From an optimization exercise on the open Yosys and OpenROAD flow, aimed at small area, a short achievable clock period and few clock cycles per item; shortcuts taken in it are not production practice. Where RTL was checked, it was by simulation tests only, not by an equivalence proof against the original. Only the layout flow was run in run 1; the RTL was not checked for function there. Power is estimated from default activity; no workload was simulated.

**run.sh**
```bash
#!/bin/bash
# synth_recipe.tcl (not shown) runs the flow's synth.tcl, then flattens the netlist and writes it again
# the make line also repeats each setting of config.mk as NAME=value (left out here)
make -C /OpenROAD-flow-scripts/flow DESIGN_CONFIG=/design/flow/config.mk WORK_HOME=/design/flow/orfs CLKGATE_MAP_FILE= SYNTH_SCRIPT=/design/flow/synth_recipe.tcl finish
```
**config.mk**
```make
export PLATFORM = sky130hd
export DESIGN_NAME = band_topk_balanced_selector
export DESIGN_NICKNAME = band_topk_balanced_selector
export VERILOG_FILES = /design/flow/design.v
export SDC_FILE = /design/flow/constraint.sdc
export NUM_CORES = 4
export LEC_CHECK = 0
export CAP_MARGIN = 20
export CORE_MARGIN = 2
export CORE_UTILIZATION = 50
export PLACE_DENSITY = 0.7
export SETUP_SLACK_MARGIN = 5.0
export SLEW_MARGIN = 20
```
**constraint.sdc**
```tcl
create_clock -name core_clock -period 8.0 [get_ports {i_clk}]
set_input_delay 1.6000 -clock core_clock [delete_from_list [all_inputs] [get_ports {i_clk}]]
set_output_delay 1.6000 -clock core_clock [all_outputs]
set_load 0.01 [all_outputs]
```
**design.v**
```verilog
package bts_pkg;
    localparam int HEAP_SLOTS = 10;
    localparam int ADDR_W     = (HEAP_SLOTS > 1) ? $clog2(HEAP_SLOTS) : 1;
    localparam int CNT_W      = $clog2(HEAP_SLOTS + 1);
    localparam int SCORE_W   = 16;
    localparam int INDEX_W   = 16;
    localparam int BAND_W    = 15;
    localparam int CFG_IDX_W = 1;
    localparam int ENTRY_W   = SCORE_W + INDEX_W;
    localparam logic [CFG_IDX_W-1:0] CFG_BAND_LOW  = 1'b0;
    localparam logic [CFG_IDX_W-1:0] CFG_BAND_HIGH = 1'b1;
    localparam logic [BAND_W-1:0] BAND_LOW_RST  = 15'd8192;
    localparam logic [BAND_W-1:0] BAND_HIGH_RST = 15'd16384;
    localparam logic [1:0] KIND_CLEAR = 2'd0;
    localparam logic [1:0] KIND_OFFER = 2'd1;
    localparam logic [1:0] KIND_DRAIN = 2'd2;
    typedef logic [1:0] t_sel;
    localparam t_sel SEL_CUR = 2'd0;
    localparam t_sel SEL_L   = 2'd1;
    localparam t_sel SEL_R   = 2'd2;
    typedef struct packed {
        logic [1:0]                kind;
        logic signed [SCORE_W-1:0] score;
        logic [INDEX_W-1:0]        item_index;
    } t_in;
    typedef struct packed {
        logic [INDEX_W-1:0] sel_index;
        logic               sel_label;
        logic               sel_valid;
        logic               last;
    } t_out;
    typedef struct packed {
        logic signed [SCORE_W-1:0] score;
        logic [INDEX_W-1:0]        index;
    } t_entry;
endpackage
module bts_ram #(
    parameter int DEPTH = 16,
    parameter int WIDTH = 32,
    parameter int AW    = (DEPTH > 1) ? $clog2(DEPTH) : 1
) (
    input  logic             i_clk,
    input  logic             i_we,
    input  logic [AW-1:0]    i_waddr,
    input  logic [WIDTH-1:0] i_wdata,
    input  logic [AW-1:0]    i_raddr_a,
    input  logic [AW-1:0]    i_raddr_b,
    output logic [WIDTH-1:0] o_rdata_a,
    output logic [WIDTH-1:0] o_rdata_b
);
    logic [WIDTH-1:0] r_mem [DEPTH];
    always_ff @(posedge i_clk) begin
        if (i_we) begin
            r_mem[i_waddr] <= i_wdata;
        end
    end
    always_ff @(posedge i_clk) begin
        o_rdata_a <= r_mem[i_raddr_a];
        o_rdata_b <= r_mem[i_raddr_b];
    end
endmodule
module bts_cmp (
    input  logic                      i_neg,
    input  logic signed [bts_pkg::SCORE_W-1:0] i_cur,
    input  logic signed [bts_pkg::SCORE_W-1:0] i_l,
    input  logic                      i_l_ok,
    input  logic signed [bts_pkg::SCORE_W-1:0] i_r,
    input  logic                      i_r_ok,
    output logic [1:0]                o_sel
);
    logic signed [bts_pkg::SCORE_W-1:0] w_best;
    always_comb begin
        w_best = i_cur;
        o_sel  = bts_pkg::SEL_CUR;
        if (i_l_ok && (i_neg ? (i_l > w_best) : (i_l < w_best))) begin
            o_sel  = bts_pkg::SEL_L;
            w_best = i_l;
        end
        if (i_r_ok && (i_neg ? (i_r > w_best) : (i_r < w_best))) begin
            o_sel = bts_pkg::SEL_R;
        end
    end
endmodule
module band_topk_balanced_selector (
    input  logic                 i_clk,
    input  logic                 i_rst_n,
    input  logic                 i_in_valid,
    output logic                 o_in_ready,
    input  logic [33:0]          i_in_data,
    output logic                 o_out_valid,
    input  logic                 i_out_ready,
    output logic [18:0]          o_out_data,
    input  logic                 i_cfg_valid,
    output logic                 o_cfg_ready,
    input  logic [bts_pkg::CFG_IDX_W-1:0] i_cfg_index,
    input  logic [bts_pkg::BAND_W-1:0]    i_cfg_data
);
    localparam int NS     = bts_pkg::HEAP_SLOTS;      
    localparam int NP     = 2 * NS;                   
    localparam int SNAP_K = 6;                        
    localparam int LIVE_P = 2 * (NS - 1 - SNAP_K);    
    function automatic logic key_lt(input logic [15:0] a, input logic [15:0] b);
        logic [15:0] l;
        logic [15:0] g;
        l = ~a & b;
        g = a & ~b;
        for (int w = 1; w < 16; w = w * 2) begin
            for (int k = 0; k < 16; k = k + 2 * w) begin
                l[k] = l[k+w] || (!g[k+w] && l[k]);
                g[k] = g[k+w] || (!l[k+w] && g[k]);
            end
        end
        key_lt = l[0];
    endfunction
    function automatic logic in_band(input logic [14:0] key, input logic neg,
                                     input logic [14:0] lo, input logic [14:0] hm1,
                                     input logic hnz);
        in_band = key_lt({lo, 1'b0}, {key, neg}) && hnz && key_lt({key, neg}, {hm1, 1'b1});
    endfunction
    logic [bts_pkg::BAND_W-1:0] r_band_low;
    logic [bts_pkg::BAND_W-1:0] r_band_high;
    logic [bts_pkg::BAND_W-1:0] r_band_hm1;      
    logic                       r_band_hnz;      
    logic        r_inv;
    logic [1:0]  r_in_kind;
    logic        r_in_neg;
    logic [14:0] r_in_key;
    logic [15:0] r_in_idx;
    logic        r_in_bok;        
    logic        r_in_fresh;      
    logic        r_skv;
    logic        r_rdy;           
    logic [1:0]  r_sk_kind;
    logic        r_sk_neg;
    logic [14:0] r_sk_key;
    logic [15:0] r_sk_idx;
    logic        r_sk_bok;
    logic        r_sk_fresh;
    logic        r_txv;
    logic        r_tx_ins;        
    logic        r_tx_drain;
    logic        r_tx_clear;
    logic        r_tx_nop;        
    logic        r_tx_neg;
    logic [14:0] r_tx_key;
    logic [15:0] r_tx_idx;
    logic        r_w [2][NS];     
    logic        r_s [2][4];      
    logic [14:0] r_key  [2][NS];
    logic [15:0] r_idx  [2][NS];
    logic        r_used [2][NS];
    logic        r_dbusy;
    logic        r_m [NP];        
    logic [3:0]  r_rem [2];       
    logic        r_remnz [2];
    logic        r_rem1 [2];
    logic [15:0] r_sidx [2][SNAP_K+1];
    logic        r_out_valid;
    logic [18:0] r_out;
    assign o_cfg_ready = 1'b1;
    assign o_in_ready  = r_rdy;
    assign o_out_valid = r_out_valid;
    assign o_out_data  = r_out;
    logic w_out_free;
    assign w_out_free = !r_out_valid || i_out_ready;
    always_ff @(posedge i_clk) begin
        if (!i_rst_n) begin
            r_band_low  <= bts_pkg::BAND_LOW_RST;
            r_band_high <= bts_pkg::BAND_HIGH_RST;
        end else if (i_cfg_valid) begin
            if (i_cfg_index == bts_pkg::CFG_BAND_LOW) begin
                r_band_low  <= i_cfg_data;
            end else begin
                r_band_high <= i_cfg_data;
            end
        end
    end
    always_ff @(posedge i_clk) begin
        r_band_hm1 <= r_band_high - 15'd1;
        r_band_hnz <= (r_band_high != 15'd0);
    end
    logic w_gl   [2][NS];
    logic w_gr   [2][NS];
    logic w_pre  [2][NS];
    logic w_path [2][NS];
    logic w_e_live;       
    logic w_conflict;     
    logic w_acc, w_exec, w_mv;
    logic w_do_ins, w_do_drain, w_do_clear;
    always_comb begin
        w_e_live   = 1'b0;
        w_conflict = 1'b0;
        for (int j = 0; j < LIVE_P; j++) begin
            w_e_live = w_e_live || r_m[j];
            if (w_pre[j % 2][NS - 1 - j / 2] && r_m[j]) w_conflict = 1'b1;
        end
    end
    assign w_acc      = i_in_valid && r_rdy;
    assign w_exec     = r_txv && (!r_dbusy || r_tx_nop || (!r_tx_drain && !w_e_live) ||
                                  (r_tx_ins && !w_conflict));
    assign w_mv       = r_inv && (!r_txv || w_exec);
    assign w_do_ins   = r_txv && r_tx_ins && (!r_dbusy || !w_conflict);
    assign w_do_drain = r_txv && r_tx_drain && !r_dbusy;
    assign w_do_clear = r_txv && r_tx_clear && (!r_dbusy || !w_e_live);
    logic w_a_free;
    logic w_chk, w_in_bok, w_sk_bok;
    logic [14:0] w_key;
    assign w_a_free = !r_inv || w_mv;
    assign w_key    = i_in_data[31] ? ~i_in_data[30:16] : i_in_data[30:16];
    assign w_chk    = in_band(r_sk_fresh ? r_sk_key : r_in_key, r_sk_fresh ? r_sk_neg : r_in_neg,
                              r_band_low, r_band_hm1, r_band_hnz);
    assign w_in_bok = r_in_fresh ? w_chk : r_in_bok;
    assign w_sk_bok = r_sk_fresh ? w_chk : r_sk_bok;
    always_ff @(posedge i_clk) begin
        if (!i_rst_n) begin
            r_inv <= 1'b0;
            r_skv <= 1'b0;
            r_rdy <= 1'b1;
        end else begin
            r_inv <= !w_a_free || r_skv || w_acc;
            r_skv <= r_skv ? !w_a_free : (w_acc && !w_a_free);
            r_rdy <= r_skv ? w_a_free : !(w_acc && !w_a_free);
        end
    end
    always_ff @(posedge i_clk) begin
        if (w_a_free) begin
            if (r_skv) begin
                r_in_kind <= r_sk_kind;
                r_in_neg  <= r_sk_neg;
                r_in_key  <= r_sk_key;
                r_in_idx  <= r_sk_idx;
            end else begin
                r_in_kind <= i_in_data[33:32];
                r_in_neg  <= i_in_data[31];
                r_in_key  <= w_key;
                r_in_idx  <= i_in_data[15:0];
            end
        end
        r_in_bok   <= (w_a_free && r_skv) ? w_sk_bok : w_in_bok;
        r_in_fresh <= w_a_free && !r_skv && w_acc;
        if (!r_skv) begin
            r_sk_kind <= i_in_data[33:32];
            r_sk_neg  <= i_in_data[31];
            r_sk_key  <= w_key;
            r_sk_idx  <= i_in_data[15:0];
        end
        r_sk_bok   <= w_sk_bok;
        r_sk_fresh <= !r_skv && w_acc && !w_a_free;
    end
    always_comb begin
        for (int h = 0; h < 2; h++) begin
            for (int i = 0; i < NS; i++) begin
                w_gl[h][i]   = 1'b0;
                w_gr[h][i]   = 1'b0;
                w_path[h][i] = 1'b0;
            end
            for (int c = 0; c < NS; c++) begin
                if (2 * c + 2 < NS) begin
                    w_gl[h][c] = r_w[h][2*c+1] && !r_s[h][c];
                    w_gr[h][c] = r_w[h][2*c+1] ? r_s[h][c] : r_w[h][2*c+2];
                end else if (2 * c + 1 < NS) begin
                    w_gl[h][c] = r_w[h][2*c+1];
                end
            end
            for (int i = 0; i < NS; i++) w_pre[h][i] = 1'b0;
            w_pre[h][0] = r_txv && r_tx_ins && (r_tx_neg == h[0]) && r_w[h][0];
            for (int c = 0; c < NS; c++) begin
                if (2 * c + 1 < NS) w_pre[h][2*c+1] = w_pre[h][c] && w_gl[h][c];
                if (2 * c + 2 < NS) w_pre[h][2*c+2] = w_pre[h][c] && w_gr[h][c];
            end
            for (int i = 0; i < NS; i++) w_path[h][i] = w_pre[h][i] && (!r_dbusy || !w_conflict);
        end
    end
    always_ff @(posedge i_clk) begin
        for (int h = 0; h < 2; h++) begin
            for (int i = 0; i < NS; i++) begin
                if (w_path[h][i]) begin
                    if (w_gl[h][i]) begin
                        r_key[h][i] <= r_key[h][(2*i+1) % NS];
                        r_idx[h][i] <= r_idx[h][(2*i+1) % NS];
                    end else if (w_gr[h][i]) begin
                        r_key[h][i] <= r_key[h][(2*i+2) % NS];
                        r_idx[h][i] <= r_idx[h][(2*i+2) % NS];
                    end else begin
                        r_key[h][i] <= r_tx_key;
                        r_idx[h][i] <= r_tx_idx;
                    end
                end
            end
        end
    end
    always_ff @(posedge i_clk) begin
        for (int h = 0; h < 2; h++) begin
            for (int i = 0; i < NS; i++) begin
                if (!i_rst_n || w_do_clear) begin
                    r_used[h][i] <= 1'b0;
                end else if (w_path[h][i]) begin
                    if (w_gl[h][i]) begin
                        r_used[h][i] <= r_used[h][(2*i+1) % NS];
                    end else if (w_gr[h][i]) begin
                        r_used[h][i] <= r_used[h][(2*i+2) % NS];
                    end else begin
                        r_used[h][i] <= 1'b1;
                    end
                end
            end
        end
    end
    logic w_wk [2][NS];
    logic w_wv;
    logic w_wn [2][NS];
    logic w_sn [2][4];
    logic w_eq [2][4];
    always_comb begin
        w_wv = key_lt(r_tx_key, r_in_key);
        for (int h = 0; h < 2; h++) begin
            for (int j = 0; j < NS; j++) begin
                w_wk[h][j] = !r_used[h][j] || key_lt(r_key[h][j], r_in_key);
            end
            for (int i = 0; i < NS; i++) begin
                if (w_do_clear) begin
                    w_wn[h][i] = 1'b1;
                end else if (w_path[h][i]) begin
                    if (w_gl[h][i]) begin
                        w_wn[h][i] = w_wk[h][(2*i+1) % NS];
                    end else if (w_gr[h][i]) begin
                        w_wn[h][i] = w_wk[h][(2*i+2) % NS];
                    end else begin
                        w_wn[h][i] = w_wv;
                    end
                end else begin
                    w_wn[h][i] = w_wk[h][i];
                end
            end
            for (int c = 0; c < 4; c++) begin
                w_eq[h][c] = (r_tx_key == r_key[h][2*c+1]);
            end
        end
    end
    always_comb begin
        for (int h = 0; h < 2; h++) begin
            for (int c = 0; c < 4; c++) begin
                w_sn[h][c] = r_s[h][c];
            end
            if (w_do_clear) begin
                for (int c = 0; c < 4; c++) w_sn[h][c] = 1'b0;
            end else begin
                if (w_path[h][1]) begin
                    if (w_gl[h][1])      w_sn[h][0] = r_used[h][3] && (!r_used[h][2] || key_lt(r_key[h][2], r_key[h][3]));
                    else if (w_gr[h][1]) w_sn[h][0] = r_used[h][4] && (!r_used[h][2] || key_lt(r_key[h][2], r_key[h][4]));
                    else                 w_sn[h][0] = r_w[h][2];
                end else if (w_path[h][2]) begin
                    if (w_gl[h][2])      w_sn[h][0] = r_used[h][1] && (!r_used[h][5] || key_lt(r_key[h][5], r_key[h][1]));
                    else if (w_gr[h][2]) w_sn[h][0] = r_used[h][1] && (!r_used[h][6] || key_lt(r_key[h][6], r_key[h][1]));
                    else                 w_sn[h][0] = !r_w[h][1] && !w_eq[h][0];
                end
                if (w_path[h][3]) begin
                    if (w_gl[h][3])      w_sn[h][1] = r_used[h][7] && (!r_used[h][4] || key_lt(r_key[h][4], r_key[h][7]));
                    else if (w_gr[h][3]) w_sn[h][1] = r_used[h][8] && (!r_used[h][4] || key_lt(r_key[h][4], r_key[h][8]));
                    else                 w_sn[h][1] = r_w[h][4];
                end else if (w_path[h][4]) begin
                    if (w_gl[h][4])      w_sn[h][1] = r_used[h][3] && (!r_used[h][9] || key_lt(r_key[h][9], r_key[h][3]));
                    else                 w_sn[h][1] = !r_w[h][3] && !w_eq[h][1];
                end
                if (w_path[h][5])      w_sn[h][2] = r_w[h][6];
                else if (w_path[h][6]) w_sn[h][2] = !r_w[h][5] && !w_eq[h][2];
                if (w_path[h][7])      w_sn[h][3] = r_w[h][8];
                else if (w_path[h][8]) w_sn[h][3] = !r_w[h][7] && !w_eq[h][3];
            end
        end
    end
    always_ff @(posedge i_clk) begin
        for (int h = 0; h < 2; h++) begin
            for (int c = 0; c < 4; c++) begin
                if (!i_rst_n) r_s[h][c] <= 1'b0;
                else          r_s[h][c] <= w_sn[h][c];
            end
        end
    end
    always_ff @(posedge i_clk) begin
        if (!i_rst_n) begin
            r_txv <= 1'b0;
        end else begin
            r_txv <= w_mv || (r_txv && !w_exec);
        end
    end
    always_ff @(posedge i_clk) begin
        if (w_mv) begin
            r_tx_ins   <= (r_in_kind == bts_pkg::KIND_OFFER) && w_in_bok;
            r_tx_nop   <= (r_in_kind == 2'd3) || ((r_in_kind == bts_pkg::KIND_OFFER) && !w_in_bok);
            r_tx_drain <= (r_in_kind == bts_pkg::KIND_DRAIN);
            r_tx_clear <= (r_in_kind == bts_pkg::KIND_CLEAR);
            r_tx_neg   <= r_in_neg;
            r_tx_idx   <= r_in_idx;
            r_tx_key   <= r_in_key;
            for (int h = 0; h < 2; h++) begin
                for (int i = 0; i < NS; i++) r_w[h][i] <= w_wn[h][i];
            end
        end
    end
    logic [3:0] r_n;
    logic       r_nz, r_n1, r_n2;
    logic [4:0] r_d;
    logic       w_inc [2];
    logic       w_up;           
    always_comb begin
        for (int h = 0; h < 2; h++) w_inc[h] = w_path[h][0] && !r_used[h][0];
        w_up = (w_inc[0] && r_d[4]) || (w_inc[1] && !r_d[4] && (r_d != 5'd0));
    end
    always_ff @(posedge i_clk) begin
        if (!i_rst_n || w_do_clear) begin
            r_d  <= 5'd0;
            r_n  <= 4'd0;
            r_nz <= 1'b0;
            r_n1 <= 1'b0;
            r_n2 <= 1'b0;
        end else begin
            if (w_inc[0])      r_d <= r_d + 5'd1;
            else if (w_inc[1]) r_d <= r_d - 5'd1;
            if (w_up) begin
                r_n  <= r_n + 4'd1;
                r_nz <= 1'b1;
                r_n1 <= !r_nz;
                r_n2 <= r_n1;
            end
        end
    end
    always_ff @(posedge i_clk) begin
        if (w_do_drain) begin
            for (int h = 0; h < 2; h++) begin
                for (int i = 0; i <= SNAP_K; i++) begin
                    r_sidx[h][i] <= r_idx[h][i];
                end
            end
        end
    end
    logic        w_nz;
    logic        w_remnz [2];
    logic        w_rem1 [2];
    logic [3:0]  w_cur_rem [2];
    logic        w_cand [NP];
    logic        w_pick [NP];
    logic        w_after [NP];
    logic        w_incl [NP];
    logic        w_found;
    logic        w_side;
    logic [15:0] w_sel_idx;
    logic        w_last;
    logic        w_emit;
    logic        w_active;
    logic        w_take;
    logic        w_rem1x [2];       
    always_comb begin
        w_nz = r_nz;
        for (int h = 0; h < 2; h++) begin
            w_cur_rem[h] = r_dbusy ? r_rem[h] : r_n;
            w_remnz[h]   = r_dbusy ? r_remnz[h] : w_nz;
            w_rem1[h]    = r_dbusy && r_rem1[h];
            w_rem1x[h]   = r_dbusy ? r_rem1[h] : r_n1;
        end
        for (int j = 0; j < NP; j++) begin
            if (j < LIVE_P) begin
                w_cand[j] = r_dbusy ? r_m[j] : (r_used[j % 2][NS - 1 - j / 2] && w_nz);
            end else begin
                w_cand[j] = r_dbusy && r_m[j];
            end
            w_incl[j] = w_cand[j];
        end
        for (int d = 1; d < NP; d = d * 2) begin
            for (int j = NP - 1; j >= d; j--) begin
                w_incl[j] = w_incl[j] || w_incl[j-d];
            end
        end
        w_side    = 1'b0;
        w_sel_idx = '0;
        for (int j = 0; j < NP; j++) begin
            w_after[j] = (j == 0) ? 1'b0 : w_incl[j-1];
            w_pick[j]  = w_cand[j] && !w_after[j];
            if (j % 2 == 1) w_side = w_side || w_pick[j];
            if (j < LIVE_P) w_sel_idx = w_sel_idx | ({16{w_pick[j]}} & r_idx[j % 2][NS - 1 - j / 2]);
            else            w_sel_idx = w_sel_idx | ({16{w_pick[j]}} & r_sidx[j % 2][(NS - 1 - j / 2) % (SNAP_K + 1)]);
        end
        w_found = w_incl[NP-1];
        w_last   = w_side ? (w_rem1[1] && !w_remnz[0]) : (w_rem1[0] && !w_remnz[1]);
        w_active = r_dbusy || w_do_drain;
        w_emit   = w_active && w_out_free && (w_found || (!w_remnz[0] && !w_remnz[1]));
        w_take   = w_emit && w_found;
    end
    always_ff @(posedge i_clk) begin
        if (!i_rst_n) begin
            r_dbusy     <= 1'b0;
            r_out_valid <= 1'b0;
        end else begin
            if (w_emit) begin
                r_dbusy     <= w_found && !w_last;
                r_out_valid <= 1'b1;
            end else begin
                r_dbusy     <= w_active;
                if (i_out_ready) r_out_valid <= 1'b0;
            end
        end
    end
    always_ff @(posedge i_clk) begin
        if (w_emit) begin
            r_out <= w_found ? {w_sel_idx, w_side, 1'b1, w_last} : {16'd0, 1'b0, 1'b0, 1'b1};
        end
        for (int j = 0; j < NP; j++) begin
            if (!w_active) begin
                r_m[j] <= 1'b0;
            end else if (w_take) begin
                r_m[j] <= w_after[j] && (r_dbusy ? r_m[j] : (r_used[j % 2][NS - 1 - j / 2] && w_nz)) &&
                          !((w_side == j[0]) && w_rem1x[j % 2]);
            end else if (!r_dbusy) begin
                r_m[j] <= r_used[j % 2][NS - 1 - j / 2] && w_nz;
            end
        end
        if (w_active) begin
            for (int h = 0; h < 2; h++) begin
                if (w_take && (w_side == h[0])) begin
                    r_rem[h]   <= w_cur_rem[h] - 4'd1;
                    r_remnz[h] <= !w_rem1x[h];
                    r_rem1[h]  <= r_dbusy ? (r_rem[h] == 4'd2) : r_n2;
                end else begin
                    r_rem[h]   <= w_cur_rem[h];
                    r_remnz[h] <= w_remnz[h];
                    r_rem1[h]  <= w_rem1x[h];
                end
            end
        end
    end
endmodule
```
==> qor.yml, run 1 <==
die_h_um: 334.0
grt.total_usage: 0.3434
clock_insertion_delay_worst_skew_ps: 760
fin_skew_ps: 82.27
core_box_area_sq_mm: 0.1084
io_pins: 77
globalRoute.totalOverflow: 0
setup.reg_to_reg.worst_slack_ps: 4590
grtUsageMet3: 0.09846
yosysUniqueCellTypes: 98
drc: 0
cap_violations: 0
timing.critical_path.arrival_ps: 3990
comb_power_share: 0.080
worst-slew-pin-transition_ps: 1277
detailedRoute.firstIterationViolations: 7738
synth_seq_cells: 1115
wl_per_cell_um: 30.63
gp_congestion: 0.9927
finalSetupTns_ps: 0
post-dp-hpwl_um: 124300
part_of_the_yosys_area_used_for_sequential_elements: 0.5875
final_min_period_over_clock_period: 0.4267
hold_path_startpoint: "r_in_idx[3]$_DFFE_PN_"
fillerInstances: 8238
grt_util_met2: 0.5022
synth_top_area_share: 0.5324
first_global_vias: 41861
min-delay-path-class: "reg2reg"
min_period_ps: 3414
most-common-layout-cells: "sky130_fd_sc_hd__edfxtp_1, sky130_fd_sc_hd__nand2_1, sky130_fd_sc_hd__nor2_1"
initial_utilization: 0.5022
io_buffers: 75
global_route.usage.met1: 0.4558
grt-busiest-layer: "met2"
p_int_mw: 10.01
min_to: "r_tx_idx[3]$_DFFE_PP_"
drt-vias-per-instance: 6.846
area.growth.synth_to_final_pct: 20.06
ant_nets: 0
critical_path.endpoint_type: "register"
r2r_start: "r_w[3]$_SDFFCE_PP1P_"
worst_r2r_path_depth: 21
finalSetupViolations: 0
cellPowerDensity_mw_per_mm2: 201.4
mappedNetlistArea_sq_mm: 0.05443
cts_root_buffer: "sky130_fd_sc_hd__clkbuf_16"
p_sw_frac: 0.2392
pwr-share-clk: 0.431
hold_fails_final_rpt: 0
run_status: "timing/DRC/antenna clean"
grt_antenna_before_repair: 9
syn_nets: 4880
worst-endpoint-required_ps: 8580
r2r_end: "r_w[18]$_SDFFCE_PP1P_"
die_width_um: 334.0
highest_achievable_clock_rate_ghz: 0.2929
dr.pass1.iters: 7
die_area_sq_mm: 0.1115
power_frac_seq: 0.490
global_route_wire_length_before_repair_um: 282700
switching_power_mw: 3.148
post_route_cells_drive_above_1_share: 0.1923
floorplan.rows: 121
rsz_0062_raised_after_global_routing: "yes"
clock_sinks: 1115
tritoncts_clock_tree: "yes"
max-vdd-ir-drop_uv: 185.0
clockBufferDepth: 3
slew_headroom: 0.1455
htree_num_levels: 3
clk_transition_reported_paths_ps: 70
layout.cells.most_common: "sky130_fd_sc_hd__edfxtp_1"
slew_viol_final: 0
final.hold.worst_slack_ps: 420.4
timing.critical_path.fanout_max: 5
cts_buffers: 116
ys_warn_count: 28
detail_route.wirelength_um: 201000
avgSynthCellArea_sq_um: 11.30
maximum_number_of_pins_on_one_net_before_global_route_repair: 146
cell_depth_of_the_worst_hold_path: 0
synthDominantAreaCellType: "sky130_fd_sc_hd__edfxtp_1"
postSynth.asyncResetShare: 0
worstSetupPathType: "reg2reg"
leakagePower_nw: 22.23
worstSetupStartpointType: "register"
power_mw: 13.16
ys_top_cells_by_area: "sky130_fd_sc_hd__edfxtp_1, sky130_fd_sc_hd__dfxtp_1, sky130_fd_sc_hd__maj3_1"
final_net_count: 5108
num_vias: 44922
ys_dominant_reg_cell: "sky130_fd_sc_hd__edfxtp_1"
syn-instance-count: 4816
synth-edff-count: 965
==> flip-flops by register name, summed over array words and instances (netlist names), 15 cells and up <==
register and flops:
r_in_key 15, r_m 20, r_sk_key 15, r_tx_key 15
r_in_idx 16, r_used 20, r_idx 320, r_key 300
r_sidx 224, r_band_hm1 15, r_band_low 15, r_sk_idx 16
r_w 20, r_out 19, r_band_high 15, r_tx_idx 16
==> what timing repair did <==
action / CTS / global route
hold endpoints to repair: 0 / 0
buffers inserted: 135 / 71
hold buffers: 0 / 0
endpoints found under the setup margin: 743 / 554
gates cloned: 24 / 10
pin swaps: 76 / 132
resized for setup: 339 / 248
==> through the flow <==
stage               worst slack (ps)  std cells  cell area [sq um]  utilization
CTS                             4743       6475              63450       0.5853
detailed placement              2444       6100              56950       0.5253
floorplan                       3141       4816              54710            -
global route                    4615       6556              65340       0.6028
finish                          4586       6562              65350       0.6029
global placement                2649       6100              56940       0.5253
==> worst max-delay path, cell delays in order, from the launching register on <==
cell and delay (ps):
sky130_fd_sc_hd__edfxtp_1 500, sky130_fd_sc_hd__buf_12 180, sky130_fd_sc_hd__and2_4 130, sky130_fd_sc_hd__or2_4 230, sky130_fd_sc_hd__a32oi_2 220, sky130_fd_sc_hd__o32ai_2 140
sky130_fd_sc_hd__nand2_2 110, sky130_fd_sc_hd__buf_6 100, sky130_fd_sc_hd__buf_6 80, sky130_fd_sc_hd__nand2b_4 80, sky130_fd_sc_hd__buf_12 150, sky130_fd_sc_hd__inv_16 60
sky130_fd_sc_hd__nand2_8 40, sky130_fd_sc_hd__clkinvlp_4 130, sky130_fd_sc_hd__buf_12 120, sky130_fd_sc_hd__nand2_8 70, sky130_fd_sc_hd__buf_6 140, sky130_fd_sc_hd__nor3_4 190
sky130_fd_sc_hd__buf_12 210, sky130_fd_sc_hd__buf_12 150, sky130_fd_sc_hd__nor3_2 40, sky130_fd_sc_hd__o21ai_1 180
==> cells by family (layout without fill, tap and decap cells) <==
family | after synthesis | in the layout | share of synthesized area
simple gates | 1234 | 1241 | 0.1050
fa+ha+maj | 218 | 218 | 0.04121
compound gates | 1372 | 1372 | 0.1685
flops | 1115 | 1115 | 0.5875
buf+inv | 547 | 866 | 0.03917
other cells | 1 | 7 | 0.00006889
xor+xnor | 160 | 160 | 0.02574
mux | 169 | 169 | 0.03282
==> cells in the mapped netlist, types with 31 or more instances <==
library cell,instances
sky130_fd_sc_hd__nand3_1,60
sky130_fd_sc_hd__edfxtp_1,965
sky130_fd_sc_hd__o22ai_1,136
sky130_fd_sc_hd__a21oi_1,350
sky130_fd_sc_hd__nor4_1,31
sky130_fd_sc_hd__inv_1,209
sky130_fd_sc_hd__mux2_2,76
sky130_fd_sc_hd__o21ai_0,228
sky130_fd_sc_hd__nor2_1,351
sky130_fd_sc_hd__a221o_1,40
sky130_fd_sc_hd__buf_1,48
sky130_fd_sc_hd__clkbuf_1,252
sky130_fd_sc_hd__a22o_1,37
sky130_fd_sc_hd__nand2b_1,74
sky130_fd_sc_hd__dfxtp_1,150
sky130_fd_sc_hd__nor2b_1,126
sky130_fd_sc_hd__maj3_1,184
sky130_fd_sc_hd__mux2i_1,93
sky130_fd_sc_hd__xor2_1,53
sky130_fd_sc_hd__nor3_1,64
sky130_fd_sc_hd__a221oi_1,67
sky130_fd_sc_hd__a211oi_1,94
sky130_fd_sc_hd__xnor2_1,107
sky130_fd_sc_hd__nand2_1,426
sky130_fd_sc_hd__a22oi_1,144
==> cell type report <==
class | count | area, sq um | share of cell area
sequential | 1115 | 32010 | 0.4898
multi-input combinational | 3161 | 22120 | 0.3384
timing repair buffer | 423 | 4442 | 0.06797
clock buffer | 156 | 3248 | 0.04970
tap | 1414 | 1769 | 0.02707
inverter | 217 | 903.4 | 0.01382
clock inverter | 60 | 734.5 | 0.01124
timing repair inverter | 10 | 113.9 | 0.001742
antenna | 6 | 15.01 | 0.0002297
==> power by group through the flow <==
stage | Combinational, mW | Sequential, mW | Clock, mW
after global placement | 0.786 | 6.57 | 0
after CTS | 0.928 | 6.44 | 5.68
after detailed placement | 0.799 | 6.58 | 0
after global routing | 1.08 | 6.45 | 5.91
final | 1.05 | 6.44 | 5.67
after floorplan | 0.489 | 6.54 | 0
==> routing by layer <==
layer | up-vias | wire [um]
met1 | 21595 | 72830
met2 | 3777 | 84770
li1 | 18705 | -
met4 | 4 | 14530
met5 | - | 253
met3 | 841 | 28620
==> how the worst max path moves through the flow <==
| stage | end | slack (ps) | startpoint |
|---|---|---|---|
| finish | r_w[18]$_SDFFCE_PP1P_ | 4590 | r_w[3]$_SDFFCE_PP1P_ |
| detailed placement | r_w[3]$_SDFFCE_PP1P_ | 2440 | r_w[3]$_SDFFCE_PP1P_ |
| global placement | r_w[3]$_SDFFCE_PP1P_ | 2650 | r_w[3]$_SDFFCE_PP1P_ |
| floorplan | r_sidx[0][0]$_DFFE_PP_ | 3140 | r_dbusy$_SDFF_PN0_ |
| CTS | r_w[17]$_SDFFCE_PP1P_ | 4740 | r_w[3]$_SDFFCE_PP1P_ |
| global route | r_w[18]$_SDFFCE_PP1P_ | 4610 | r_w[3]$_SDFFCE_PP1P_ |
==> run 2: changes to the inputs <==
--- a/design.v
+++ b/design.v
@@ -181,6 +181,2 @@
     end
-    logic w_gl   [2][NS];
-    logic w_gr   [2][NS];
-    logic w_pre  [2][NS];
-    logic w_path [2][NS];
     logic w_e_live;       
@@ -194,3 +190,3 @@
             w_e_live = w_e_live || r_m[j];
-            if (w_pre[j % 2][NS - 1 - j / 2] && r_m[j]) w_conflict = 1'b1;
+            if ((r_tx_neg == j[0]) && r_w[j % 2][NS - 1 - j / 2] && r_m[j]) w_conflict = 1'b1;
         end
@@ -249,2 +245,6 @@
     end
+    logic w_gl   [2][NS];
+    logic w_gr   [2][NS];
+    logic w_pre  [2][NS];
+    logic w_path [2][NS];
     always_comb begin
--- a/config.mk
+++ b/config.mk
@@ -10,2 +10,4 @@
 export CORE_UTILIZATION = 50
+export CTS_BUF_LIST = sky130_fd_sc_hd__clkbuf_8 sky130_fd_sc_hd__clkbuf_4
+export CTS_CLUSTER_SIZE = 30
 export PLACE_DENSITY = 0.7
==> run 2 against run 1 <==
Against the previous run:
- maximum frequency increased by 8.9%
- clock power is 3% lower
- still clean
- sequential power barely moved
- register-to-register slack gained 320 ps
- cell count down 0.72%
- critical path depth down 20
- clock-buffer cell count increased by 119
==> qor.yml, run 2 <==
syn-instance-count: 4737
grt_antenna_before_repair: 6
final_min_period_over_clock_period: 0.3918
p_int_mw: 9.750
final_net_count: 5019
avgSynthCellArea_sq_um: 11.32
timing.critical_path.cells: "buf_6"
cts_buffers: 181
postSynth.asyncResetShare: 0
rsz_0062_raised_after_global_routing: "yes"
dp.cells: 6046
grtUsageMet3: 0.09570
worstSetupStartpointType: "register"
slew_viol_final: 0
layout.cells.most_common: "sky130_fd_sc_hd__edfxtp_1"
timing.critical_path.fanout_max: 1
synth_top_area_share: 0.5403
fillerInstances: 8581
syn_nets: 4801
cellPowerDensity_mw_per_mm2: 206.6
worst-endpoint-required_ps: 6400
grt-busiest-layer: "met2"
area.growth.synth_to_final_pct: 16.38
wl_per_cell_um: 30.00
ys_top_cells_by_area: "sky130_fd_sc_hd__edfxtp_1, sky130_fd_sc_hd__dfxtp_1, sky130_fd_sc_hd__nand2_1"
critical_path.max_stage_delay_ps: 470
yosysUniqueCellTypes: 96
floorplan.rows: 120
max-vdd-ir-drop_uv: 138.8
hold_fails_final_rpt: 0
ys_dominant_reg_cell: "sky130_fd_sc_hd__edfxtp_1"
clockBufferDepth: 3
clk_transition_reported_paths_ps: 60
die_width_um: 331.5
fin_cells: 6515
dr.pass1.iters: 9
first_global_vias: 41806
leakagePower_nw: 21.15
finalSetupViolations: 0
synth.top_cells.by_count: "sky130_fd_sc_hd__edfxtp_1, sky130_fd_sc_hd__nand2_1, sky130_fd_sc_hd__nor2_1"
initial_utilization: 0.5024
global_route_wire_length_before_repair_um: 274000
drc: 0
io_buffers: 75
switching_power_mw: 3.144
critical_path.endpoint_type: "output pin"
synthDominantAreaCellType: "sky130_fd_sc_hd__edfxtp_1"
grt.total_usage: 0.3400
multi_input_comb_area_sq_mm: 0.02058
post-dp-hpwl_um: 125000
maximum_number_of_pins_on_one_net_before_global_route_repair: 130
highest_achievable_clock_rate_ghz: 0.3191
cts-hold-fix-buffers: 0
detailedRoute.firstIterationViolations: 6444
num_vias: 43616
cts_root_buffer: "sky130_fd_sc_hd__clkbuf_8"
gp_congestion: 1.004
min_period_ps: 3134
worstSetupPathType: "reg2out"
globalRoute.totalOverflow: 0
detail_route.wirelength_um: 195500
cap_violations: 0
power_frac_seq: 0.500
slew_headroom: 0.2109
drt-vias-per-instance: 6.695
layout.area.seq_sq_mm: 0.03201
fin_skew_ps: 51.29
most_instantiated_library_cell_after_synthesis: "sky130_fd_sc_hd__edfxtp_1"
synth-edff-count: 965
setup.reg_to_reg.worst_slack_ps: 4910
core_box_area_sq_mm: 0.1068
mappedNetlistArea_sq_mm: 0.05363
clock_insertion_delay_worst_skew_ps: 930
ant_nets: 0
grt_util_met2: 0.5285
post_route_cells_drive_above_1_share: 0.1720
die_area_sq_mm: 0.1099
timing.critical_path.buf_inv: 1
timing.critical_path.slowest_stage_cell: "sky130_fd_sc_hd__edfxtp_1"
run_status: "timing/DRC/antenna clean"
tritoncts_clock_tree: "yes"
clock_sinks: 1115
timing.critical_path.arrival_ps: 1530
io_pins: 77
largest_register: "r_idx"
global_route.usage.met1: 0.4105
timing.critical_path.max_delay_family: "flip-flops"
synth_seq_cells: 1115
p_sw_frac: 0.2438
comb_power_share: 0.073
reg_top3: "r_idx x320, r_key x300, r_sidx x224"
min-delay-path-class: "reg2reg"
worst-slew-pin-transition_ps: 1184
pwr-share-clk: 0.426
largest_register_ff_count: 320
htree_num_levels: 4
most-common-layout-cells: "sky130_fd_sc_hd__edfxtp_1, sky130_fd_sc_hd__nand2_1, sky130_fd_sc_hd__nor2_1"
die_h_um: 331.5
finalSetupTns_ps: 0
part_of_the_yosys_area_used_for_sequential_elements: 0.5963
ys_warn_count: 28
-- run 2: worst paths after layout --
kind | start | end | depth (start not counted)
max | r_out[15]$_SDFFCE_PN0P_ | o_out_data[15] | 1
min | r_idx[10][4]$_DFFE_PP_ | r_sidx[7][4]$_DFFE_PP_ | 0
max reg2reg | r_w[8]$_SDFFCE_PP1P_ | r_key[9][0]$_DFFE_PP_ | 8
min reg2reg | r_idx[10][4]$_DFFE_PP_ | r_sidx[7][4]$_DFFE_PP_ | 0
-- run 2: kinds of logic (layout without fill, tap and decap cells) --
| kind of cell | after synthesis | after routing | share of synthesized area |
|---|---|---|---|
| AOI/OAI and AO/OA | 1328 | 1328 | 0.1682 |
| xor gates and xnor gates | 158 | 158 | 0.02580 |
| adders and majority gates | 179 | 179 | 0.03413 |
| buffers and inverters | 510 | 882 | 0.03646 |
| DFF | 1115 | 1115 | 0.5963 |
| muxes | 124 | 124 | 0.02503 |
| other | 1 | 3 | 0.00006992 |
| and+or+nand+nor | 1322 | 1323 | 0.1140 |
-- run 2: repair_timing --
item                       CTS  global route
cloned                       4             7
resized for setup          213           129
buffers inserted            61            57
pin swaps                   27            35
setup endpoints to repair  630           183
-- run 2: power by group through the flow --
stage          logic, mW  registers, mW  clock network, mW
4_1_cts            0.839           6.45               5.52
3_5_place_dp       0.775           6.57                  0
3_3_place_gp       0.764           6.57                  0
5_1_grt            0.981           6.46               5.76
6_report           0.943           6.45               5.50
2_1_floorplan      0.489           6.54                  0
-- run 2: final cells by class --
type	count	area share
sequential	1115	0.5128
multi-input combinational	3113	0.3297
clock buffer	275	0.05252
timing repair buffer	330	0.05088
tap	1403	0.02812
inverter	212	0.01399
clock inverter	63	0.01167
timing repair inverter	2	0.0002405
antenna	2	0.00008018
-- run 2: metrics by stage --
stage               cell area [sq um]    util  hold slack, ps  setup WS, ps  total power [mW]
CTS                             61270  0.5739           413.6          4836             12.81
detailed placement              56250  0.5270           404.5          3528             7.349
finish                          62420  0.5847           411.3          4866             12.89
global route                    62420  0.5847           418.2          4813             13.20
global placement                56230  0.5267           400.6          3639             7.333
floorplan                       53880       -           400.3          3061             7.027
-- run 2: metal layers --
layer / vias to the layer above / share of wire
li1: 18514 / -
met5: - / 0.00071
met2: 3226 / 0.45
met1: 20997 / 0.35
met3: 877 / 0.12
met4: 2 / 0.080
Testbench counts of run 2, summed over its fixed seeds: cycles 7,246, items 4,800.
==> run 3: changes to the inputs <==
--- a/config.mk
+++ b/config.mk
@@ -9,5 +9,3 @@
 export CORE_MARGIN = 2
-export CORE_UTILIZATION = 50
-export CTS_BUF_LIST = sky130_fd_sc_hd__clkbuf_8 sky130_fd_sc_hd__clkbuf_4
-export CTS_CLUSTER_SIZE = 30
+export CORE_UTILIZATION = 60
 export PLACE_DENSITY = 0.7
==> run 3 against run 2 <==
Against the previous run:
- via count is essentially flat
- still clean on timing, DRC and antenna
- setup slack gained 34 ps
- critical endpoint is now r_w[12]$_SDFFCE_PP1P_
- cell count decreased by 5.7%
- clock power grew 0.9%
- highest routed layer unchanged
- non-clock buffer count down 23
==> qor.yml, run 3 <==
first_global_vias: 40266
synth.top_cells.by_count: "sky130_fd_sc_hd__edfxtp_1, sky130_fd_sc_hd__nand2_1, sky130_fd_sc_hd__nor2_1"
pwr-share-clk: 0.426
core_box_area_sq_mm: 0.08851
num_vias: 43624
setup.reg_to_reg.worst_slack_ps: 4900
dp.cells: 5812
max-vdd-ir-drop_uv: 220.1
detail_route.wirelength_um: 192000
finalSetupTns_ps: 0
highest_achievable_clock_rate_ghz: 0.3225
tritoncts_clock_tree: "yes"
cts_buffers: 114
worstSetupPathType: "reg2reg"
initial_utilization: 0.6059
ys_top_cells_by_area: "sky130_fd_sc_hd__edfxtp_1, sky130_fd_sc_hd__dfxtp_1, sky130_fd_sc_hd__nand2_1"
p_sw_frac: 0.2401
drc: 0
final.hold.worst_slack_ps: 410.2
globalRoute.totalOverflow: 0
reg_top3: "r_idx x320, r_key x300, r_sidx x224"
cellPowerDensity_mw_per_mm2: 209.8
hold_fails_final_rpt: 0
detailedRoute.firstIterationViolations: 7341
synth-edff-count: 965
dr_wl_met2_um: 81520
timing.critical_path.slowest_stage_cell: "sky130_fd_sc_hd__edfxtp_1"
routedLengthMet1_um: 69580
cap_violations: 0
wl_per_cell_um: 31.25
post-dp-hpwl_um: 125300
run_status: "timing/DRC/antenna clean"
syn-instance-count: 4737
global_route_wire_length_before_repair_um: 271500
final_min_period_over_clock_period: 0.3876
yosysUniqueCellTypes: 96
leakagePower_nw: 20.84
min_period_ps: 3101
most_instantiated_library_cell_after_synthesis: "sky130_fd_sc_hd__edfxtp_1"
die_width_um: 303.0
avgSynthCellArea_sq_um: 11.32
maximum_number_of_pins_on_one_net_before_global_route_repair: 76
ant_nets: 0
largest_register: "r_idx"
met3_length_um: 31580
largest_register_ff_count: 320
part_of_the_yosys_area_used_for_sequential_elements: 0.5963
switching_power_mw: 3.129
timing.critical_path.buf_inv: 1
layout.cells.most_common: "sky130_fd_sc_hd__edfxtp_1"
ys_dominant_reg_cell: "sky130_fd_sc_hd__edfxtp_1"
clockBufferDepth: 3
worst-slew-pin-transition_ps: 1237
slew_headroom: 0.1717
timing.critical_path.arrival_ps: 3560
worstSetupStartpointType: "register"
timing.critical_path.cells: "clkinvlp_4 -> o22ai_1 -> a221oi_1 -> a31oi_4 -> a211o_1 -> nand2_4 -> a221oi_2 -> or3b_1"
fin_skew_ps: 61.97
clk_transition_reported_paths_ps: 70
grt_antenna_before_repair: 5
most-common-layout-cells: "sky130_fd_sc_hd__edfxtp_1, sky130_fd_sc_hd__nand2_1, sky130_fd_sc_hd__nor2_1"
htree_num_levels: 3
power_frac_seq: 0.494
die_area_sq_mm: 0.09179
clock_sinks: 1115
min-delay-path-class: "reg2reg"
gp_congestion: 0.9639
final_net_count: 4939
p_int_mw: 9.901
timing.critical_path.max_delay_family: "compound AO/OA/AOI/OAI gates"
synthDominantAreaCellType: "sky130_fd_sc_hd__edfxtp_1"
io_pins: 77
clock_insertion_delay_worst_skew_ps: 760
post_dp_cell_area_sq_mm: 0.05597
comb_power_share: 0.080
dr.pass1.iters: 27
worst-endpoint-required_ps: 8460
mappedNetlistArea_sq_mm: 0.05363
postSynth.asyncResetShare: 0
ys_warn_count: 28
floorplan.rows: 109
synth_seq_cells: 1115
die_h_um: 303.0
fin_cells: 6143
drt-vias-per-instance: 7.101
slew_viol_final: 0
cts-hold-fix-buffers: 0
rsz_0062_raised_after_global_routing: "yes"
final_core_utilization: 0.7017
grt.total_usage: 0.4098
critical_path.max_stage_delay_ps: 670
critical_path.endpoint_type: "register"
finalSetupViolations: 0
io_buffers: 75
area.growth.synth_to_final_pct: 15.80
timing.critical_path.fanout_max: 8
cts_root_buffer: "sky130_fd_sc_hd__clkbuf_16"
post_route_cells_drive_above_1_share: 0.1459
highest_metal_layer_used_by_the_detailed_router: "met5"
synth_top_area_share: 0.5403
syn_nets: 4801
post-route-cell-area_sq_mm: 0.06210
-- run 3: changes by cell type in the layout (fill, tap and decap cells not counted), moves of 6 or more --
cell                        delta
sky130_fd_sc_hd__clkbuf_1     +31
sky130_fd_sc_hd__nor4_1        +6
sky130_fd_sc_hd__a221oi_1     -13
sky130_fd_sc_hd__buf_4        -32
sky130_fd_sc_hd__clkbuf_8    -185
sky130_fd_sc_hd__clkbuf_4     -81
sky130_fd_sc_hd__a221oi_2     +13
sky130_fd_sc_hd__buf_6         +7
sky130_fd_sc_hd__o21ai_0       -8
sky130_fd_sc_hd__clkbuf_16   +117
-- run 3: area by class of cell --
cell class	instances	area, sq um
Timing Repair Buffer	307	3085
Timing Repair inverter	7	47.55
Fill cell	6335	26410
Sequential cell	1115	32000
Clock inverter	59	691.9
Tap cell	1165	1458
Inverter	212	879.6
Antenna cell	1	2.502
Clock buffer	159	3209
Multi-Input combinational cell	3118	20730
-- run 3: metal layers --
layer | vias to the layer above | track usage
li1 | 18312 | -
met1 | 21047 | 0.5581
met2 | 3622 | 0.5906
met3 | 641 | 0.1472
met4 | 2 | 0.1859
met5 | - | 0
-- run 3: per-stage QoR --
| step | setup slack [ps] | total power, mW |
|---|---|---|
| 2_1_floorplan | 3061 | 7.027 |
| 5_1_grt | 4864 | 13.31 |
| 6_report | 4899 | 13.03 |
| 3_5_place_dp | 2423 | 7.385 |
| 3_3_place_gp | 2600 | 7.367 |
| 4_1_cts | 4926 | 12.92 |
-- run 3: logic make-up after synthesis --
group	synth area share
XOR/XNOR	0.02580
other	0.00006992
adder cells (fa/ha/maj)	0.03413
AO/OA/AOI/OAI	0.1682
flip-flops	0.5963
multiplexers	0.02503
buffers and inverters	0.03646
AND/OR/NAND/NOR	0.1140
-- run 3: power groups by stage --
stage / sequential [mW] / combinational, mW / clock (mW)
CTS: 6.43 / 0.924 / 5.57
detailed placement: 6.56 / 0.829 / 0
global route: 6.45 / 1.07 / 5.80
floorplan: 6.54 / 0.489 / 0
global placement: 6.55 / 0.814 / 0
finish: 6.44 / 1.04 / 5.55
-- run 3: final timing paths --
path,from,endpoint,depth (start not counted)
worst max-delay path,r_tx_key[7]$_DFFE_PP_,r_w[12]$_SDFFCE_PP1P_,8
worst min-delay path,r_in_idx[7]$_DFFE_PN_,r_tx_idx[7]$_DFFE_PP_,0
worst max register to register,r_tx_key[7]$_DFFE_PP_,r_w[12]$_SDFFCE_PP1P_,8
worst min register to register,r_in_idx[7]$_DFFE_PN_,r_tx_idx[7]$_DFFE_PP_,0
-- run 3: what timing repair did --
item / in CTS / in global routing
cloned: 17 / 6
pin swaps: 35 / 67
setup endpoints to repair: 756 / 286
resized for setup: 213 / 157
setup buffers: 44 / 44
-- run 3: worst register-to-register path, cell delays in order (launching register included) --
cell and delay [ps]:
sky130_fd_sc_hd__edfxtp_1 670, sky130_fd_sc_hd__clkinvlp_4 520, sky130_fd_sc_hd__o22ai_1 240, sky130_fd_sc_hd__a221oi_1 110, sky130_fd_sc_hd__a31oi_4 280, sky130_fd_sc_hd__a211o_1 210
sky130_fd_sc_hd__nand2_4 160, sky130_fd_sc_hd__a221oi_2 270, sky130_fd_sc_hd__or3b_1 370
==> run 4: changes to the inputs <==
--- a/config.mk
+++ b/config.mk
@@ -9,3 +9,3 @@
 export CORE_MARGIN = 2
-export CORE_UTILIZATION = 60
+export CORE_UTILIZATION = 50
 export PLACE_DENSITY = 0.7
==> run 4 against run 3 <==
Against the previous run:
- largest power group unchanged
- maximum frequency fell by 0.11%
- sequential share of layout area rose by 0.30 points
- setup slack got worse by 3.3 ps
- first-iteration DRC count fell by 6.5%
- sequential cell count did not move
- die area rose by 20%
- power fell by 2.0%
- via count fell by 0.94%
- global-route usage fell by 7.3 points
==> qor.yml, run 4 <==
run_status: "timing/DRC/antenna clean"
clock_sinks: 1115
synth_seq_cells: 1115
max-vdd-ir-drop_uv: 201.5
highest_achievable_clock_rate_ghz: 0.3222
clk_transition_reported_paths_ps: 70
worstSetupStartpointType: "register"
worst-slew-pin-transition_ps: 1196
critical_path.endpoint_type: "register"
worst-endpoint-required_ps: 8500
dp.cells: 6046
htree_num_levels: 3
detailedRoute.firstIterationViolations: 6861
synthDominantAreaCellType: "sky130_fd_sc_hd__edfxtp_1"
fin_cells: 6364
cap_violations: 0
mappedNetlistArea_sq_mm: 0.05363
post-dp-hpwl_um: 125000
reg_top3: "r_idx x320, r_key x300, r_sidx x224"
drc: 0
largest_register: "r_idx"
postSynth.asyncResetShare: 0
ys_dominant_reg_cell: "sky130_fd_sc_hd__edfxtp_1"
ant_nets: 0
cellPowerDensity_mw_per_mm2: 206.7
setup.reg_to_reg.worst_slack_ps: 4900
post_route_cells_drive_above_1_share: 0.1333
hold_fails_final_rpt: 0
fin_skew_ps: 63.01
die_h_um: 331.5
core_box_area_sq_mm: 0.1068
clockBufferDepth: 3
leakagePower_nw: 20.68
cts_buffers: 115
layout.cells.most_common: "sky130_fd_sc_hd__edfxtp_1"
synth.top_cells.by_count: "sky130_fd_sc_hd__edfxtp_1, sky130_fd_sc_hd__nand2_1, sky130_fd_sc_hd__nor2_1"
grt_antenna_before_repair: 7
detail_route.wirelength_um: 192800
wl_per_cell_um: 30.29
most_instantiated_library_cell_after_synthesis: "sky130_fd_sc_hd__edfxtp_1"
first_global_vias: 41165
timing.critical_path.arrival_ps: 3610
yosysUniqueCellTypes: 96
die_width_um: 331.5
final_min_period_over_clock_period: 0.3880
ys_top_cells_by_area: "sky130_fd_sc_hd__edfxtp_1, sky130_fd_sc_hd__dfxtp_1, sky130_fd_sc_hd__nand2_1"
gp_congestion: 1.004
ys_warn_count: 28
slew_headroom: 0.1996
largest_register_ff_count: 320
timing.critical_path.fanout_max: 9
dr.pass1.iters: 10
tritoncts_clock_tree: "yes"
initial_utilization: 0.5024
slew_viol_final: 0
min-delay-path-class: "reg2reg"
area.growth.synth_to_final_pct: 15.14
part_of_the_yosys_area_used_for_sequential_elements: 0.5963
final.hold.worst_slack_ps: 416.9
io_pins: 77
worst_r2r_path_depth: 12
globalRoute.totalOverflow: 0
cts-hold-fix-buffers: 0
most-common-layout-cells: "sky130_fd_sc_hd__edfxtp_1, sky130_fd_sc_hd__nand2_1, sky130_fd_sc_hd__nor2_1"
finalSetupViolations: 0
synth_top_area_share: 0.5403
avgSynthCellArea_sq_um: 11.32
hold_path_startpoint: "r_in_idx[12]$_DFFE_PN_"
syn-instance-count: 4737
synth-edff-count: 965
final_net_count: 4923
num_vias: 43213
floorplan.rows: 120
syn_nets: 4801
cts_root_buffer: "sky130_fd_sc_hd__clkbuf_16"
clock_insertion_delay_worst_skew_ps: 760
r2r_start: "r_in_key[0]$_DFFE_PN_"
setup.worst_path.start: "r_in_key[0]$_DFFE_PN_"
drt-vias-per-instance: 6.790
die_area_sq_mm: 0.1099
min_period_ps: 3104
fillerInstances: 8576
finalSetupTns_ps: 0
cell_depth_of_the_worst_hold_path: 0
min_to: "r_tx_idx[12]$_DFFE_PP_"
global_route_wire_length_before_repair_um: 272200
rsz_0062_raised_after_global_routing: "yes"
maximum_number_of_pins_on_one_net_before_global_route_repair: 130
grt.total_usage: 0.3372
r2r_end: "r_w[10]$_SDFFCE_PP1P_"
io_buffers: 75
worstSetupPathType: "reg2reg"
==> run 4: cell counts after synthesis <==
No cell type changed its count.
==> run 4: worst max-delay path by stage <==
stage	endpoint	slack, ps	cells past startpoint
2_1_floorplan	r_sidx[0][0]$_DFFE_PP_	3060	8
3_3_place_gp	r_remnz[1]$_DFFE_PP_	3640	9
3_5_place_dp	r_remnz[1]$_DFFE_PP_	3530	9
4_1_cts	r_w[12]$_SDFFCE_PP1P_	4930	13
5_1_grt	r_w[10]$_SDFFCE_PP1P_	4860	12
6_report	r_w[10]$_SDFFCE_PP1P_	4900	12
==> run 4: critical path, stage by stage, from the launching register on <==
cell and delay [ps]:
sky130_fd_sc_hd__edfxtp_1 420, sky130_fd_sc_hd__buf_12 180, sky130_fd_sc_hd__clkinvlp_4 80, sky130_fd_sc_hd__buf_12 150
sky130_fd_sc_hd__buf_8 150, sky130_fd_sc_hd__o21ai_1 90, sky130_fd_sc_hd__a311oi_2 330, sky130_fd_sc_hd__nor4_1 100
sky130_fd_sc_hd__nor4_2 450, sky130_fd_sc_hd__maj3_2 330, sky130_fd_sc_hd__o211ai_1 160, sky130_fd_sc_hd__a211oi_1 300
sky130_fd_sc_hd__a21oi_1 100
==> run 4: kinds of logic after synthesis <==
family | after synthesis | share of synthesized area
DFF | 1115 | 0.5963
and+or+nand+nor | 1322 | 0.1140
adders and majority gates | 179 | 0.03413
other | 1 | 0.00006992
muxes | 124 | 0.02503
buffers and inverters | 510 | 0.03646
AOI/OAI and AO/OA | 1328 | 0.1682
xor gates and xnor gates | 158 | 0.02580
==> run 4: where the power goes <==
group	internal (mW)	switching (mW)	leakage, nW	total, mW
clock	3.06	2.34	1.83	5.40
combinational	0.320	0.591	8.90	0.911
sequential	6.37	0.0856	9.95	6.45
total	9.75	3.02	20.7	12.8
==> run 4: through the flow <==
step | cell area (sq um) | worst slack, ps | power [mW] | utilization
floorplan | 53880 | 3061 | 7.027 | -
finish | 61750 | 4896 | 12.76 | 0.5785
global placement | 56230 | 3639 | 7.333 | 0.5267
CTS | 61070 | 4929 | 12.70 | 0.5720
detailed placement | 56250 | 3528 | 7.349 | 0.5270
global route | 61740 | 4859 | 13.04 | 0.5784
==> run 4: timing repair <==
| action | 4_1_cts | 5_1_grt |
|---|---|---|
| pin swaps | 28 | 30 |
| setup buffers | 63 | 28 |
| endpoints found under the setup margin | 631 | 182 |
| resized for setup | 165 | 100 |
| gates cloned | 4 | 4 |
==> run 4: per-layer routing <==
| layer | vias to the layer above | wire length [um] | share of wire | track usage |
|---|---|---|---|---|
| met5 | - | 16 | 0.000083 | 0 |
| met4 | 2 | 15050 | 0.078 | 0.2276 |
| met3 | 813 | 23160 | 0.12 | 0.08997 |
| met2 | 3213 | 86150 | 0.45 | 0.5257 |
| met1 | 20915 | 68420 | 0.35 | 0.4117 |
| li1 | 18270 | - | - | - |
==> run 4: cell type report <==
cell class                 count  area, sq um  share of cell area
timing repair inverter         2        15.01           0.0002431
clock buffer                 171         3272             0.05298
antenna                        4        10.01           0.0001621
sequential                  1115        32000              0.5182
tap                         1403         1755             0.02843
inverter                     212        873.3             0.01414
timing repair buffer         300         2874             0.04654
multi-input combinational   3113        20450              0.3311
clock inverter                44        505.5            0.008186
==> run 5: changes to the inputs <==
--- a/config.mk
+++ b/config.mk
@@ -10,2 +10,3 @@
 export CORE_UTILIZATION = 50
+export GPL_ROUTABILITY_DRIVEN = 0
 export PLACE_DENSITY = 0.7
==> run 5 against run 4 <==
Against the previous run:
- still clean
- sequential share of layout area shrank 0.21 points
- first-iteration DRC count shrank 2.4%
- area after synthesis is the same
- setup slack gained 32 ps
- register-to-register slack gained 30 ps
- combinational power grew 3.8%
- power shrank 0.30%
- cell area grew 0.38%
- sequential power is essentially flat
- synthesized cell count is the same
- utilization grew 0.22 points
- critical path type unchanged
- largest cell class unchanged
- largest power group unchanged
- highest routed layer is now met4
==> qor.yml, run 5 <==
run_status: "timing/DRC/antenna clean"
post-route-cell-area_sq_mm: 0.06198
highest_achievable_clock_rate_ghz: 0.3255
mappedNetlistArea_sq_mm: 0.05363
leakagePower_nw: 20.62
finalSetupViolations: 0
worstSetupStartpointType: "register"
tritoncts_clock_tree: "yes"
min_period_ps: 3072
synth_xor_xnor_area_share: 0.02580
die_area_sq_mm: 0.1099
first_global_vias: 40628
slew_viol_final: 0
grt_util_met2: 0.5071
detailedRoute.firstIterationViolations: 6694
p_sw_frac: 0.2352
cap_violations: 0
detail_route.wirelength_um: 185200
hold_fails_final_rpt: 0
cellPowerDensity_mw_per_mm2: 205.3
timing.critical_path.fanout_max: 5
syn-instance-count: 4737
io_pins: 77
slew_headroom: 0.2544
largest_register: "r_idx"
final_net_count: 4920
pwr-share-clk: 0.419
maximum_number_of_pins_on_one_net_before_global_route_repair: 167
critical_path.endpoint_type: "register"
yosysUniqueCellTypes: 96
clk_transition_reported_paths_ps: 60
most-common-layout-cells: "sky130_fd_sc_hd__edfxtp_1, sky130_fd_sc_hd__nand2_1, sky130_fd_sc_hd__nor2_1"
dominant_combinational_cell_family_by_area_after_synthesis: "compound AO/OA/AOI/OAI gates"
min-delay-path-class: "reg2reg"
multi_input_comb_area_sq_mm: 0.02068
worst-endpoint-required_ps: 8590
drt-vias-per-instance: 6.763
floorplan.rows: 120
die_width_um: 331.5
max-vdd-ir-drop_uv: 183.7
n_antenna_cell: 0
grt_antenna_before_repair: 2
ys_warn_count: 28
comb_power_share: 0.074
synth.top_cells.by_count: "sky130_fd_sc_hd__edfxtp_1, sky130_fd_sc_hd__nand2_1, sky130_fd_sc_hd__nor2_1"
post-place-ws_ps: 3559
dr.pass1.iters: 12
synth_mux_area_frac: 0.02503
ant_nets: 0
htree_num_levels: 3
post_route_cells_drive_above_1_share: 0.1369
globalRoute.totalOverflow: 0
synth-compound-area-share: 0.1682
syn_nets: 4801
ys_top_cells_by_area: "sky130_fd_sc_hd__edfxtp_1, sky130_fd_sc_hd__dfxtp_1, sky130_fd_sc_hd__nand2_1"
synthAdderAreaFrac: 0.03413
wl_per_cell_um: 29.14
layout.area.seq_sq_mm: 0.03199
synth_top_area_share: 0.5403
synth_seq_cells: 1115
largest_register_ff_count: 320
drc: 0
cts_root_buffer: "sky130_fd_sc_hd__clkbuf_16"
io_buffers: 75
clock_insertion_delay_worst_skew_ps: 750
finalSetupTns_ps: 0
worstSetupPathType: "reg2reg"
p_int_mw: 9.733
synth-edff-count: 965
reg_top3: "r_idx x320, r_key x300, r_sidx x224"
grt.total_usage: 0.3243
ys_dominant_reg_cell: "sky130_fd_sc_hd__edfxtp_1"
initial_utilization: 0.5024
final_min_period_over_clock_period: 0.3840
die_h_um: 331.5
yosys.area_share.simple: 0.1140
num_vias: 42980
post-dp-hpwl_um: 119500
switching_power_mw: 2.993
area.growth.synth_to_final_pct: 15.57
setup.reg_to_reg.worst_slack_ps: 4930
timing.critical_path.arrival_ps: 3660
core_box_area_sq_mm: 0.1068
grtUsageMet3: 0.07875
synthDominantAreaCellType: "sky130_fd_sc_hd__edfxtp_1"
worst-slew-pin-transition_ps: 1118
rsz_0062_raised_after_global_routing: "yes"
cts_buffers: 112
clockBufferDepth: 3
setup_slack_ps: 4928
part_of_the_yosys_area_used_for_sequential_elements: 0.5963
clock_sinks: 1115
power_frac_seq: 0.507
fillerInstances: 8612
global_route.usage.met1: 0.4024
layout.cells.most_common: "sky130_fd_sc_hd__edfxtp_1"
global_route_wire_length_before_repair_um: 264200
fin_skew_ps: 41.65
most_instantiated_library_cell_after_synthesis: "sky130_fd_sc_hd__edfxtp_1"
post_dp_cell_area_sq_mm: 0.05622
avgSynthCellArea_sq_um: 11.32
postSynth.asyncResetShare: 0
grt-busiest-layer: "met2"
## run 5: logic make-up (layout without fill, tap and decap cells)
kind of cell,Yosys count,in the layout
AOI/OAI and AO/OA,1328,1328
xor gates and xnor gates,158,158
adders and majority gates,179,179
buffers and inverters,510,723
DFF,1115,1115
muxes,124,124
other,1,1
and+or+nand+nor,1322,1324
## run 5: power by group through the flow
stage	combinational, mW	clock (mW)	sequential, mW
3_3_place_gp	0.766	0	6.56
4_1_cts	0.851	5.36	6.44
2_1_floorplan	0.489	0	6.54
5_1_grt	0.984	5.57	6.45
6_report	0.946	5.33	6.45
3_5_place_dp	0.780	0	6.57
## run 5: per-stage QoR
stage | std cells | hold WS [ps] | total power [mW] | util
after detailed placement | 6043 | 404.5 | 7.345 | 0.5266
after CTS | 6304 | 419.0 | 12.66 | 0.5709
after global routing | 6355 | 422.1 | 13.01 | 0.5806
after global placement | 6043 | 401.3 | 7.327 | 0.5266
after floorplan | 4737 | 400.3 | 7.027 | -
final | 6355 | 417.3 | 12.73 | 0.5806
## run 5: critical path: stages (launching register included)
cell,delay (ps)
sky130_fd_sc_hd__edfxtp_1,380
sky130_fd_sc_hd__buf_6,120
sky130_fd_sc_hd__buf_12,140
sky130_fd_sc_hd__clkinvlp_4,110
sky130_fd_sc_hd__buf_12,160
sky130_fd_sc_hd__buf_8,130
sky130_fd_sc_hd__o21ai_2,90
sky130_fd_sc_hd__a31oi_1,80
sky130_fd_sc_hd__maj3_2,320
sky130_fd_sc_hd__maj3_2,330
sky130_fd_sc_hd__maj3_2,340
sky130_fd_sc_hd__o211ai_1,210
sky130_fd_sc_hd__buf_4,180
sky130_fd_sc_hd__o211ai_1,110
sky130_fd_sc_hd__a21oi_1,210
## run 5: path summary, 6_finish.rpt
path,startpoint,endpoint,cells after the start
setup / recovery,r_in_key[0]$_DFFE_PN_,r_w[10]$_SDFFCE_PP1P_,14
hold / removal,r_in_idx[14]$_DFFE_PN_,r_tx_idx[14]$_DFFE_PP_,0
setup reg to reg,r_in_key[0]$_DFFE_PN_,r_w[10]$_SDFFCE_PP1P_,14
hold reg to reg,r_in_idx[14]$_DFFE_PN_,r_tx_idx[14]$_DFFE_PP_,0
## run 5: metal layers
layer / share of wire / wire (um) / vias to the layer above
met5: 0 / 0 / -
li1: - / - / 18270
met2: 0.45 / 83930 / 3164
met1: 0.35 / 65300 / 20775
met4: 0.075 / 13970 / 0
met3: 0.12 / 22010 / 771
## run 5: area by class of cell
| class | instances | area share |
|---|---|---|
| well taps | 1403 | 0.02832 |
| multi-input cells | 3114 | 0.3337 |
| inverters | 212 | 0.01397 |
| flip-flops and latches | 1115 | 0.5161 |
| clock inverters | 59 | 0.009931 |
| repair inverters | 4 | 0.0004441 |
| repair buffers | 297 | 0.04730 |
| clock buffers | 151 | 0.05024 |
## run 5: repair_timing
item | 4_1_cts | 5_1_grt
hold buffers | 0 | 0
gates cloned | 7 | 5
pin swaps | 27 | 58
setup buffers | 44 | 46
resized for setup | 175 | 128
setup endpoints to repair | 602 | 166

## what the ideal ports hide
The results above use ideal ports. As a check the final layouts listed here were re-extracted and re-timed, cells and wires unchanged. Step 1: set_driving_cell puts a clkbuf_16 on i_clk and a buf_2 on each other input, an assumption about the parent block. Step 2 also shifts input and output timing later by t, the mid clock arrival at the registers, as if the neighbouring blocks saw the same clock. Three values: ideal, step 1, step 2; two values: the first two.
| run | t (ns) | setup WS [ns] | hold WS [ns] | worst setup path at the end | latest minus earliest clock arrival (ns) |
|---|---|---|---|---|---|
| run 1 | 0.791 | 4.586 / 4.586 / 4.396 | 0.420 / 0.420 / 0.420 | input to register | 0.083 / 0.083 |
| run 2 | 0.979 | 4.866 / 4.792 / 4.197 | 0.411 / 0.411 / 0.411 | input to register | 0.054 / 0.054 |
| run 3 | 0.804 | 4.899 / 4.899 / 4.354 | 0.410 / 0.410 / 0.410 | input to register | 0.063 / 0.063 |
| run 4 | 0.805 | 4.896 / 4.896 / 4.332 | 0.417 / 0.417 / 0.417 | input to register | 0.063 / 0.063 |
| run 5 | 0.807 | 4.928 / 4.928 / 4.368 | 0.417 / 0.417 / 0.417 | input to register | 0.042 / 0.042 |
After both steps every run listed still meets setup and hold. For run 2, which loses most, drivers alone change the setup slack by -0.074 ns; drivers and shift together by -0.669 ns.
